Background: an optimization exercise with open tools, aiming at small area, a short achievable clock period and few clock cycles per item. Do not read the settings as production practice.
Only simulation tests tie the RTL to the original design; equivalence was not proved.

==> run E: inputs <==
// modem_top
module modem_top(
	input wire clk,
	input wire rst,
	input wire iocs,
	input wire [2:0] ioaddr,
	input wire [15:0] din,
	input wire iowr,
	input wire iord,
	input wire [15:0] rdix,  
	input wire [15:0] rdiy,  
	input wire riv,
	input wire toe,  
	output logic [15:0] dout,
	output logic [15:0] tdox,
	output logic [15:0] tdoy,
	output logic tov,
	output logic xmtout,
	output logic pttout
);
export LEC_CHECK = 0
export CAP_MARGIN = 20
export CORE_MARGIN = 2
export CORE_UTILIZATION = 40
export SETUP_SLACK_MARGIN = 4.2
export SLEW_MARGIN = 20
export TNS_END_PERCENT = 10
create_clock -name core_clock -period 7.0 [get_ports {clk}]
run.sh (not shown) runs the stock make flow with config.mk's settings and CLKGATE_MAP_FILE= SYNTH_SCRIPT=/design/flow/synth_recipe.tcl, a recipe that flattens the netlist after the stock synthesis.
==> run D (differences from run E) <==
--- a/flow/design.v
+++ b/flow/design.v
@@ -114,26 +114,23 @@
 	output logic fin  
 );
 	localparam int W = 18;
 	localparam logic [16*16-1:0] ATAN = {16'd0, 16'd1, 16'd1, 16'd3, 16'd5, 16'd10, 16'd20, 16'd41,
 		16'd81, 16'd163, 16'd326, 16'd651, 16'd1297, 16'd2555, 16'd4836, 16'd8192};
-	localparam logic [8*5-1:0] ZW = {5'd2, 5'd4, 5'd6, 5'd8, 5'd10, 5'd12, 5'd14, 5'd16};
 	logic [7:0][W-1:0] x;
 	logic [7:0][W-1:0] y;
-	logic [7:0][15:0] z;  
+	logic [7:0][15:0] z;
 	logic [7:0][W-1:0] xn;  
 	logic [7:0][W-1:0] yn;
 	logic [7:0][15:0] zn;
 	logic [7:0] b;  
 	logic [7:0] c;  
-	logic [7:0] dr;  
-	logic [7:0] dn;  
-	logic [15:0] zacc;  
-	logic pre0;  
-	logic it00;  
+	logic pre0;
+	logic it00;
 	assign accept = ~b[0];
 	assign fin = c[7];
+	logic d0;
 	logic s0;
 	logic [W-1:0] xa0;
 	logic [W-1:0] xb0;
 	logic [W-1:0] ya0;
 	logic [W-1:0] yb0;
@@ -142,95 +139,52 @@
 	logic [15:0] za0;
 	logic [15:0] zb0;
 	logic zsub0;
 	always_comb
 	begin
+		d0 = rotate ? ~z[0][15] : y[0][W-1];
 		s0 = rotate ? (z[0][15] ^ z[0][14]) : x[0][15];
 		if (pre0)
 		begin
 			xa0 = '0;
 			xb0 = x[0];
 			xsub0 = s0;
 			ya0 = '0;
 			yb0 = rotate ? x[0] : y[0];
 			ysub0 = rotate ? z[0][15] : s0;
-			za0 = {z[0][14], z[0][14:0]};
-			zb0 = ATAN[15:0];
+			za0 = rotate ? {z[0][14], z[0][14:0]} : {s0, 15'd0};
+			zb0 = rotate ? ATAN[15:0] : 16'd0;
 			zsub0 = ~z[0][14];
 		end
 		else
 		begin
 			xa0 = x[0];
 			xb0 = it00 ? y[0] : {y[0][W-1], y[0][W-1:1]};
-			xsub0 = dr[0];
+			xsub0 = d0;
 			ya0 = y[0];
 			yb0 = it00 ? x[0] : {x[0][W-1], x[0][W-1:1]};
-			ysub0 = ~dr[0];
+			ysub0 = ~d0;
 			za0 = z[0];
-			zb0 = ATAN[31:16];
-			zsub0 = dr[0];
+			zb0 = it00 ? ATAN[15:0] : ATAN[31:16];
+			zsub0 = d0;
 		end
 	end
-	logic [W:0] xt0;
-	logic [W:0] yt0;
-	logic [16:0] zt0;
-	assign xt0 = {xa0, 1'b1} + {xb0 ^ {W{xsub0}}, xsub0};
-	assign yt0 = {ya0, 1'b1} + {yb0 ^ {W{ysub0}}, ysub0};
-	assign zt0 = {za0, 1'b1} + {zb0 ^ {16{zsub0}}, zsub0};
-	assign xn[0] = xt0[W:1];
-	assign yn[0] = yt0[W:1];
-	assign zn[0] = zt0[16:1];
-	assign dn[0] = rotate ? ~zn[0][13] : yn[0][W-1];  
+	assign xn[0] = xsub0 ? xa0 - xb0 : xa0 + xb0;
+	assign yn[0] = ysub0 ? ya0 - yb0 : ya0 + yb0;
+	assign zn[0] = zsub0 ? za0 - zb0 : za0 + zb0;
 	for (genvar s = 1; s < 8; s++)
 	begin : g_unit
-		localparam int WZ = ZW[5*s +: 5];
-		wire d = dr[s];
+		wire d = rotate ? ~z[s][15] : y[s][W-1];
 		wire signed [W-1:0] xv = x[s];
 		wire signed [W-1:0] yv = y[s];
 		wire [W-1:0] xs = b[s] ? xv >>> (2*s) : xv >>> (2*s+1);
 		wire [W-1:0] ys = b[s] ? yv >>> (2*s) : yv >>> (2*s+1);
-		wire [WZ-1:0] a = b[s] ? ATAN[32*s +: WZ] : ATAN[32*s+16 +: WZ];
-		wire [W:0] xt = {x[s], 1'b1} + {ys ^ {W{d}}, d};
-		wire [W:0] yt = {y[s], 1'b1} + {xs ^ {W{~d}}, ~d};
-		wire [WZ:0] zt = {z[s][WZ-1:0], 1'b1} + {a ^ {WZ{d}}, d};
-		assign xn[s] = xt[W:1];
-		assign yn[s] = yt[W:1];
-		assign zn[s] = {{(16-WZ){zt[WZ]}}, zt[WZ:1]};
-		assign dn[s] = rotate ? ~zt[WZ] : yt[W];
+		wire [15:0] a = b[s] ? ATAN[32*s +: 16] : ATAN[32*s+16 +: 16];
+		assign xn[s] = d ? x[s] - ys : x[s] + ys;
+		assign yn[s] = d ? y[s] + xs : y[s] - xs;
+		assign zn[s] = d ? z[s] - a : z[s] + a;
 	end
-	logic [15:0] za;
-	logic zd;
-	always_comb
-	begin
-		za = '0;
-		zd = 1'b0;
-		if (it00)
-		begin
-			za = za | ATAN[15:0];
-			zd = zd | dr[0];
-		end
-		if (c[0])
-		begin
-			za = za | ATAN[31:16];
-			zd = zd | dr[0];
-		end
-		for (int s = 1; s < 8; s++)
-		begin
-			if (b[s])
-			begin
-				za = za | ATAN[32*s +: 16];
-				zd = zd | dr[s];
-			end
-			if (c[s])
-			begin
-				za = za | ATAN[32*s+16 +: 16];
-				zd = zd | dr[s];
-			end
-		end
-	end
-	logic [16:0] zat;
-	assign zat = {zacc, 1'b1} + {za ^ {16{zd}}, zd};
 	always_ff @(posedge clk)
 	begin
 		if (rst)
 		begin
 			b <= '0;
@@ -273,14 +227,12 @@
 		begin
 			x[0] <= {{2{xi[15]}}, xi};
 			y[0] <= {{2{yi[15]}}, yi};
 			z[0] <= zi;
 		end
-		dr[0] <= dn[0];  
 		for (int s = 1; s < 8; s++)
 		begin
-			dr[s] <= b[s] ? dn[s] : dn[s-1];
 			if (b[s])
 			begin
 				x[s] <= xn[s];
 				y[s] <= yn[s];
 				z[s] <= zn[s];
@@ -290,97 +242,59 @@
 				x[s] <= xn[s-1];
 				y[s] <= yn[s-1];
 				z[s] <= zn[s-1];
 			end
 		end
-		if (pre0)
-			zacc <= {x[0][15], 15'd0};  
-		else
-			zacc <= zat[16:1];
-		if (c[7])
-		begin
-			xo <= xn[7][W-1:2];
-			yo <= rotate ? yn[7][W-1:2] : zacc;  
-		end
+		xo <= xn[7][W-1:2];
+		yo <= rotate ? yn[7][W-1:2] : z[7];  
 	end
 endmodule
 `default_nettype wire
 `timescale 1ns/10ps
 `default_nettype none
 module fm_discrim(
 	input wire clk,
 	input wire rst,
-	input wire [15:0] mag,  
+	input wire [15:0] mag,
 	input wire [15:0] phs,
 	input wire iv,
 	input wire fm,  
 	input wire [3:0] dly,  
 	output logic [31:0] res,  
 	output logic ov
 );
-	logic [15:0] ring [16];
-	logic [3:0] ph;  
-	logic [3:0] wp;  
-	logic [3:0] rs;  
+	logic [15:0] dline [16];  
 	logic [4:0] hist;  
-	logic pr;  
-	logic pw;  
-	logic do_rd;
-	logic do_wr;
 	logic [15:0] p;
-	assign do_rd = pr & (ph == rs);
-	assign do_wr = pw & (ph == wp);
-	assign p = (fm && ({1'b0, dly} < hist)) ? ring[0] : 16'd0;
+	assign p = (fm && ({1'b0, dly} < hist)) ? dline[dly] : 16'd0;
 	assign res = {mag, phs - p};  
-	assign ov = do_rd;
+	assign ov = iv;
 	always_ff @(posedge clk)
 	begin
 		if (rst)
-		begin
-			ph <= '0;
-			wp <= '0;
 			hist <= '0;
-			pr <= 1'b0;
-			pw <= 1'b0;
-		end
-		else
-		begin
-			ph <= ph + 1'b1;
-			if (iv)
-			begin
-				rs <= wp - dly;
-				wp <= wp + 1'b1;
-				pr <= 1'b1;
-				pw <= 1'b1;
-			end
-			else
-			begin
-				if (do_rd)
-					pr <= 1'b0;
-				if (do_wr)
-					pw <= 1'b0;
-			end
-			if (do_rd && !hist[4])
-				hist <= hist + 1'b1;
-		end
+		else if (iv && !hist[4])
+			hist <= hist + 1'b1;
 	end
 	always_ff @(posedge clk)
 	begin
-		for (int i = 0; i < 15; i++)
-			ring[i] <= ring[i+1];
-		ring[15] <= do_wr ? phs : ring[0];
+		if (iv)
+		begin
+			dline[0] <= phs;
+			for (int i = 1; i < 16; i++)
+				dline[i] <= dline[i-1];
+		end
 	end
 endmodule
 `default_nettype wire
 `timescale 1ns/10ps
 `default_nettype none
 module sample_fifo(
 	input wire clk,
 	input wire rst,
 	input wire flush,  
-	input wire we,  
-	input wire wr,  
+	input wire wr,
 	input wire [31:0] wdata,  
 	input wire rd,
 	output logic [31:0] rdata,  
 	output logic empty,
 	output logic full
@@ -416,12 +330,12 @@
 				count <= count - 1'b1;
 		end
 	end
 	always_ff @(posedge clk)
 	begin
-		if (we && !full)
-			mem[wp] <= wdata;  
+		if (do_wr)
+			mem[wp] <= wdata;
 	end
 endmodule
 `default_nettype wire
 `timescale 1ns/10ps
 `default_nettype none
@@ -455,11 +369,10 @@
 	logic cpu_pop;
 	logic fifo_empty;
 	logic fifo_full;
 	logic [31:0] fifo_head;
 	logic f_wr;
-	logic f_we;
 	logic f_rd;
 	logic [31:0] f_data;
 	logic c_accept;
 	logic c_load;
 	logic tx_load;
@@ -468,28 +381,32 @@
 	logic [15:0] c_zi;
 	logic [15:0] c_xo;
 	logic [15:0] c_yo;
 	logic c_rdy;
 	logic rx_done;
-	assign rx_done = c_rdy & ~xmt;  
 	logic [31:0] rx_res;
 	logic rx_ov;
 	assign tx_load = xmt & toe & c_accept & (~fifo_empty | tx_new);
 	assign c_load = xmt ? tx_load : riv;
 	assign c_xi = xmt ? (fifo_empty ? tx_x : fifo_head[31:16]) : rdix;
 	assign c_yi = xmt ? 16'd0 : rdiy;
 	assign c_zi = xmt ? (fifo_empty ? tx_y_nxt : fifo_head[15:0]) : 16'd0;
 	assign f_rd = xmt ? (tx_load & ~fifo_empty) : cpu_pop;
 	assign f_wr = xmt ? (tx_new & ~(tx_load & fifo_empty)) : rx_ov;
-	assign f_we = xmt ? tx_new : rx_ov;
 	assign f_data = xmt ? {tx_x, tx_y_nxt} : rx_res;
 	always_ff @(posedge clk)
 	begin
 		if (rst)
+		begin
 			tov <= 1'b0;
+			rx_done <= 1'b0;
+		end
 		else
+		begin
 			tov <= c_rdy & xmt;
+			rx_done <= c_rdy & ~xmt;
+		end
 	end
 	modem_ports u_ports (
 		.clk(clk),
 		.rst(rst),
 		.iocs(iocs),
@@ -537,11 +454,10 @@
 	);
 	sample_fifo u_fifo (
 		.clk(clk),
 		.rst(rst),
 		.flush(fifo_flush),
-		.we(f_we),
 		.wr(f_wr),
 		.wdata(f_data),
 		.rd(f_rd),
 		.rdata(fifo_head),
 		.empty(fifo_empty),
--- a/flow/config.mk
+++ b/flow/config.mk
@@ -6,8 +6,6 @@
 export NUM_CORES = 4
 export LEC_CHECK = 0
 export CAP_MARGIN = 20
 export CORE_MARGIN = 2
 export CORE_UTILIZATION = 40
-export SETUP_SLACK_MARGIN = 4.2
 export SLEW_MARGIN = 20
-export TNS_END_PERCENT = 10
==> run G (differences from run E) <==
--- a/flow/config.mk
+++ b/flow/config.mk
@@ -6,8 +6,8 @@
 export NUM_CORES = 4
 export LEC_CHECK = 0
 export CAP_MARGIN = 20
 export CORE_MARGIN = 2
 export CORE_UTILIZATION = 40
-export SETUP_SLACK_MARGIN = 4.2
+export SETUP_SLACK_MARGIN = 3.0
 export SLEW_MARGIN = 20
 export TNS_END_PERCENT = 10
==> comparison table <==
|  | run G | run E | run D |
|---|---|---|---|
| Result of the run | timing/DRC/antenna clean | timing/DRC/antenna clean | timing/DRC/antenna clean |
| Total track usage | 0.212 | 0.220 | 0.225 |
| Endpoint of the worst hold path | u_discrim.ring[13][1] | u_discrim.ring[4][6] | u_discrim.dline[1][3] |
| Post-synthesis cell type count | 85 | 85 | 83 |
| Routed metal-1 wirelength | 81300 µm | 84400 µm | 96100 µm |
| Via count of the first global-routing pass | 41900 | 43100 | 52100 |
| Number of DRC markers in iteration 0 | 3407 | 3673 | 5233 |
| Length of routed met2 wiring | 79200 µm | 86600 µm | 98600 µm |
| Share of final-layout standard cells stronger than drive strength 1 | 0.128 | 0.231 | 0.108 |
| Number of buffers inserted during clock tree synthesis | 141 | 141 | 147 |
| Achievable Freq | 0.251 GHz | 0.271 GHz | 0.169 GHz |
| Number of non-clock inverters in the layout | 132 | 132 | 178 |
| Detailed-route wire length per cell | 22.1 µm | 22.9 µm | 22.8 µm |
| Gates resized, CTS repair | 26 | 168 | 0 |
| Worst r2r src | u_cordic.b[4] | u_discrim.hist[2] | u_ports.xmt |
| Top-count cell post-synth | sky130_fd_sc_hd__dfxtp_1 | sky130_fd_sc_hd__dfxtp_1 | sky130_fd_sc_hd__edfxtp_1 |
| Setup repair after global routing missed its margin | yes | yes | no |
| Area growth from synthesis to layout | 14.1% | 23.2% | 12.5% |
Testbench counts of run E, summed over its fixed seeds: cycles 1,160, items 512.
Testbench counts of run D, summed over its fixed seeds: cycles 1,160, items 512.
Testbench counts of run G, summed over its fixed seeds: cycles 1,160, items 512.

==> v22: inputs <==
Another version of the RTL of modem_top (not shown whole).
clock: 7.0 ns
lec_check: 0
cap_margin: 20
core_margin: 2
core_utilization: 60
place_density: 0.72
setup_slack_margin: 3.7
slew_margin: 20
tns_end_percent: 10
==> inputs of v38, as changes to v22 <==
--- a/flow/design.v
+++ b/flow/design.v
@@ -45,17 +45,17 @@
 	assign wr = iocs & iowr;
 	assign rd = iocs & iord;
 	assign wr_x = wr & (ioaddr == 3'd0);
 	assign wr_y = wr & (ioaddr == 3'd1);
 	assign wr_cfg = wr & (ioaddr == 3'd2);
 	assign wr_cmd = wr & (ioaddr == 3'd7);
 	assign fifo_flush = wr_cmd & din[1];
 	assign cpu_pop = rd & (ioaddr == 3'd1) & ~xmt;
-	assign tx_y_nxt = din_r + (fm ? tx_y : 16'd0);
+	assign tx_y_nxt = fm ? din_r + tx_y : din_r;
 	assign tx_new = yw_r & xmt;
 	always_ff @(posedge clk)
 	begin
 		if (rst)
 		begin
 			fm <= 1'b0;
 			dly <= '0;
 			ptt <= 1'b0;
@@ -136,19 +136,23 @@
 	logic [8:0][W-1:0] y;
 	logic [8:0][15:0] z;  
 	logic [8:0] dr;  
 	logic [8:0] h;  
 	logic [8:0] f;  
 	logic [8:0] fn;  
 	logic [15:0] zacc;  
 	logic v0;  
+	logic v0n;  
 	logic it0;  
 	logic [8:0] ua;  
 	logic [8:0] ua2;  
+	logic [8:0] hn;  
+	logic [8:0] ub;  
+	logic [8:0] ub2;  
 	assign accept = ~v0;
 	assign fin = h[8];
 	logic s0;  
 	logic ny0;  
 	logic [W-1:0] xa1;
 	logic [W-1:0] xb1;
 	logic [W-1:0] ya1;
 	logic [W-1:0] yb1;
@@ -210,20 +214,20 @@
 		localparam int I = 2*s-2;
 		wire d = ua[s] ? dr[s-1] : dr[s];
 		wire signed [W-1:0] xp = x[s-1];
 		wire signed [W-1:0] yp = y[s-1];
 		wire signed [W-1:0] xq = x[s];
 		wire signed [W-1:0] yq = y[s];
 		wire [W-1:0] xa = ua[s] ? x[s-1] : x[s];
 		wire [W-1:0] ya = ua2[s] ? y[s-1] : y[s];
-		wire [W-1:0] ys = ua[s] ? yp >>> I : yq >>> (I+1);
-		wire [W-1:0] xs = ua2[s] ? xp >>> I : xq >>> (I+1);
-		wire [WI-1:0] za = ua[s] ? z[s-1][WI-1:0] : {{(WI-WO){z[s][WO-1]}}, z[s][WO-1:0]};
-		wire [WI-1:0] a = ua[s] ? ATAN[16*I +: WI] : ATAN[16*(I+1) +: WI];
+		wire [W-1:0] ys = ub[s] ? yq >>> (I+1) : yp >>> I;
+		wire [W-1:0] xs = ub2[s] ? xq >>> (I+1) : xp >>> I;
+		wire [WI-1:0] za = ub[s] ? {{(WI-WO){z[s][WO-1]}}, z[s][WO-1:0]} : z[s-1][WI-1:0];
+		wire [WI-1:0] a = ub[s] ? ATAN[16*(I+1) +: WI] : ATAN[16*I +: WI];
 		wire [W:0] xt = {xa, 1'b1} + {ys ^ {W{d}}, d};
 		wire [W:0] yt = {ya, 1'b1} + {xs ^ {W{~d}}, ~d};
 		wire [WI:0] zt = {za, 1'b1} + {a ^ {WI{d}}, d};
 		always_ff @(posedge clk)
 		begin
 			x[s] <= xt[W:1];
 			y[s] <= yt[W:1];
 			z[s] <= {{(16-WI){zt[WI]}}, zt[WI:1]};
@@ -250,71 +254,84 @@
 			end
 			if (h[s])
 			begin
 				za = za | ATAN[16*(2*s-1) +: 16];
 				zd = zd | dr[s];
 			end
 		end
 	end
+	logic [15:0] zar;
+	logic zdr;
 	logic [16:0] zat;
-	assign zat = {zacc, 1'b1} + {za ^ {16{zd}}, zd};
+	assign zat = {zacc, 1'b1} + {zar ^ {16{zdr}}, zdr};
 	always_comb
 	begin
 		ua[0] = 1'b0;
 		ua2[0] = 1'b0;
+		ub = '0;
+		ub2 = '0;
 		ua[1] = v0;
-		ua2[1] = v0;
+		ua2[1] = ~v0n;
 		for (int s = 2; s < 9; s++)
 		begin
 			ua[s] = f[s-1];
 			ua2[s] = ~fn[s-1];
+			ub[s] = h[s];
+			ub2[s] = ~hn[s];
 		end
 	end
 	always_ff @(posedge clk)
 	begin
 		if (rst)
 		begin
 			v0 <= 1'b0;
+			v0n <= 1'b1;
 			it0 <= 1'b0;
 			h <= '0;
+			hn <= '1;
 			f <= '0;
 			fn <= '1;
 		end
 		else
 		begin
 			v0 <= ~v0 & load;
+			v0n <= ~(~v0 & load);
 			it0 <= v0 & ~rotate;
 			h[1] <= v0 | it0;
+			hn[1] <= ~(v0 | it0);
 			f[1] <= h[1] & ~it0;
 			fn[1] <= ~(h[1] & ~it0);
 			for (int s = 2; s < 9; s++)
 			begin
 				h[s] <= f[s-1];
+				hn[s] <= ~f[s-1];
 				f[s] <= h[s];
 				fn[s] <= ~h[s];
 			end
 		end
 	end
 	always_ff @(posedge clk)
 	begin
 		x[0] <= {{2{xi[15]}}, xi};
 		y[0] <= {{2{yi[15]}}, yi};
 		z[0] <= zi;
 		dr[0] <= 1'b0;
 		s0 <= rotate ? (zi[15] ^ zi[14]) : xi[15];
 		ny0 <= rotate ? zi[15] : xi[15];
+		zar <= za;
+		zdr <= zd;
 		if (v0)
 			zacc <= {x[0][15], 15'd0};  
 		else
 			zacc <= zat[16:1];
 		if (h[8])
 		begin
 			xo <= g_unit[8].xt[W:3];
-			yo <= rotate ? g_unit[8].yt[W:3] : zacc;  
+			yo <= rotate ? g_unit[8].yt[W:3] : zat[16:1];  
 		end
 	end
 endmodule
 `default_nettype wire
 `timescale 1ns/10ps
 `default_nettype none
 module fm_discrim(
 	input wire clk,
@@ -334,17 +351,18 @@
 	logic [4:0] hist;  
 	logic pr;  
 	logic pw;  
 	logic do_rd;
 	logic do_wr;
 	logic [15:0] p;
 	assign do_rd = pr & (ph == rs);
 	assign do_wr = pw & (ph == wp);
-	assign p = (fm && ({1'b0, dly} < hist)) ? ring[0] : 16'd0;
+	logic pv;  
+	assign p = pv ? ring[0] : 16'd0;
 	logic [15:0] frq;  
 	logic [15:0] mag_r;  
 	assign res = {mag_r, frq};
 	always_ff @(posedge clk)
 	begin
 		if (rst)
 		begin
 			ph <= '0;
@@ -373,16 +391,17 @@
 					pw <= 1'b0;
 			end
 			if (do_rd && !hist[4])
 				hist <= hist + 1'b1;
 		end
 	end
 	always_ff @(posedge clk)
 	begin
+		pv <= fm && ({1'b0, dly} < hist);
 		frq <= phs - p;  
 		mag_r <= mag;
 		for (int i = 0; i < 15; i++)
 			ring[i] <= ring[i+1];
 		ring[15] <= do_wr ? phs : ring[0];
 	end
 endmodule
 `default_nettype wire
@@ -397,39 +416,46 @@
 	input wire [31:0] wdata,  
 	input wire rd,
 	output logic [31:0] rdata,  
 	output logic empty,
 	output logic full
 );
 	logic [31:0] mem [16];
 	logic [3:0] wp;
-	logic [3:0] rp;
+	logic [15:0] rs;  
 	logic [4:0] count;
 	logic do_wr;
 	logic do_rd;
 	assign empty = (count == 5'd0);
 	assign full = count[4];
 	assign do_wr = wr & ~full;  
 	assign do_rd = rd & ~empty;
-	assign rdata = mem[rp];
+	always_comb
+	begin
+		rdata = '0;
+		for (int k = 0; k < 16; k++)
+			rdata = rdata | (mem[k] & {32{rs[k]}});
+	end
 	always_ff @(posedge clk)
 	begin
 		if (rst || flush)
 		begin
 			wp <= '0;
-			rp <= '0;
+			rs <= 16'd1;
 			count <= '0;
 		end
 		else
 		begin
 			if (do_wr)
 				wp <= wp + 1'b1;
 			if (do_rd)
-				rp <= rp + 1'b1;
+			begin
+				rs <= {rs[14:0], rs[15]};
+			end
 			if (do_rd)
 				count <= do_wr ? count : count - 1'b1;
 			else
 				count <= do_wr ? count + 1'b1 : count;
 		end
 	end
 	always_ff @(posedge clk)
 	begin
@@ -491,18 +517,18 @@
 	assign rx_done = c_rdy & ~xmt;  
 	logic [31:0] rx_res;
 	logic rx_ov;
 	assign tx_load = xmt & toe & c_accept & (~fifo_empty | (tx_new & ~tx_pend));
 	assign c_load = xmt ? tx_load : riv;
 	assign c_xi = xmt ? (fifo_empty ? tx_x : fifo_head[31:16]) : rdix;
 	assign c_yi = xmt ? c_xi : rdiy;  
 	assign c_zi = (xmt & fifo_empty) ? tx_y_nxt : (xmt ? fifo_head[15:0] : 16'd0);
-	assign f_rd = xmt ? (tx_load & ~fifo_empty) : cpu_pop;
-	assign f_wr = xmt ? tx_pend : rx_ov;
+	assign f_rd = (tx_load & ~fifo_empty) | cpu_pop;
+	assign f_wr = tx_pend | rx_ov;
 	assign f_we = f_wr;
 	assign f_data = xmt ? {tx_x, tx_y} : rx_res;
 	always_ff @(posedge clk)
 	begin
 		if (rst)
 			tx_pend <= 1'b0;
 		else
 			tx_pend <= tx_new & ~(tx_load & fifo_empty);
CORE_UTILIZATION = 62   (was 60)
CTS_CLUSTER_DIAMETER = 110   (was not set)
CTS_CLUSTER_SIZE = 24   (was not set)
SETUP_SLACK_MARGIN = 3.8   (was 3.7)
==> impl_metrics.sql <==
INSERT INTO impl_metrics (metric_group, metric, value, unit) VALUES
('setup_path', 'critical-path-slowest-cell', 'dfxtp_4', ''),
('drt', 'wl_met2', '85000', 'µm'),
('status', 'outcome', 'finished clean', ''),
('floorplan', 'initial_core_utilization', '60.7', '%');
The numbers above come from v22.

==> impl_metrics.sql <==
INSERT INTO impl_metrics (metric_group, metric, value, unit) VALUES
('status', 'outcome', 'finished clean', ''),
('drt', 'wl_met2', '82200', 'µm'),
('floorplan', 'initial_core_utilization', '62.7', '%'),
('setup_path', 'critical-path-slowest-cell', 'clkdlybuf4s50_1', '');
The numbers above come from v38.

Testbench counts of v22, summed over its fixed seeds: cycles 1,160, items 512.
Testbench counts of v38, summed over its fixed seeds: cycles 1,160, items 512.

==> static timing again, ports no longer ideal <==
The flow's constraints put no driver on any port. The routed layouts listed below were extracted and timed again, unchanged, in two steps.
Step 1 (the two cells are an assumption about what drives the block):
set clk [get_ports {clk}]
set_driving_cell -lib_cell sky130_fd_sc_hd__clkbuf_16 $clk
set_driving_cell -lib_cell sky130_fd_sc_hd__buf_2 [delete_from_list [all_inputs] $clk]
Step 2 moves the port delays by t, midway between the first and last clock arrival at a register: inputs arrive t later, outputs are due t later. That takes back most of the time a late clock gives input paths.
a / b / c = no drivers / after step 1 / after step 2; a / b = the first two.
run | t, ns | slack for setup (ns) | latest minus earliest clock arrival (ns) | worst data-port slew with drivers (ns)
run E | 0.867 | 3.310 / 3.310 / 3.042 | 0.040 / 0.040 | 0.22
run D | 0.873 | 1.074 / 1.074 / 1.074 | 0.045 / 0.046 | 0.13
run G | 0.865 | 3.021 / 3.021 / 2.490 | 0.053 / 0.053 | 0.06
v22 | 0.841 | 3.580 / 3.546 / 3.015 | 0.043 / 0.043 | 0.18
v38 | 0.759 | 3.573 / 3.500 / 3.116 | 0.050 / 0.050 | 0.13
After both steps every run listed still meets setup and hold. For v22, which loses most, drivers alone change the setup slack by -0.034 ns; drivers and shift together by -0.565 ns.
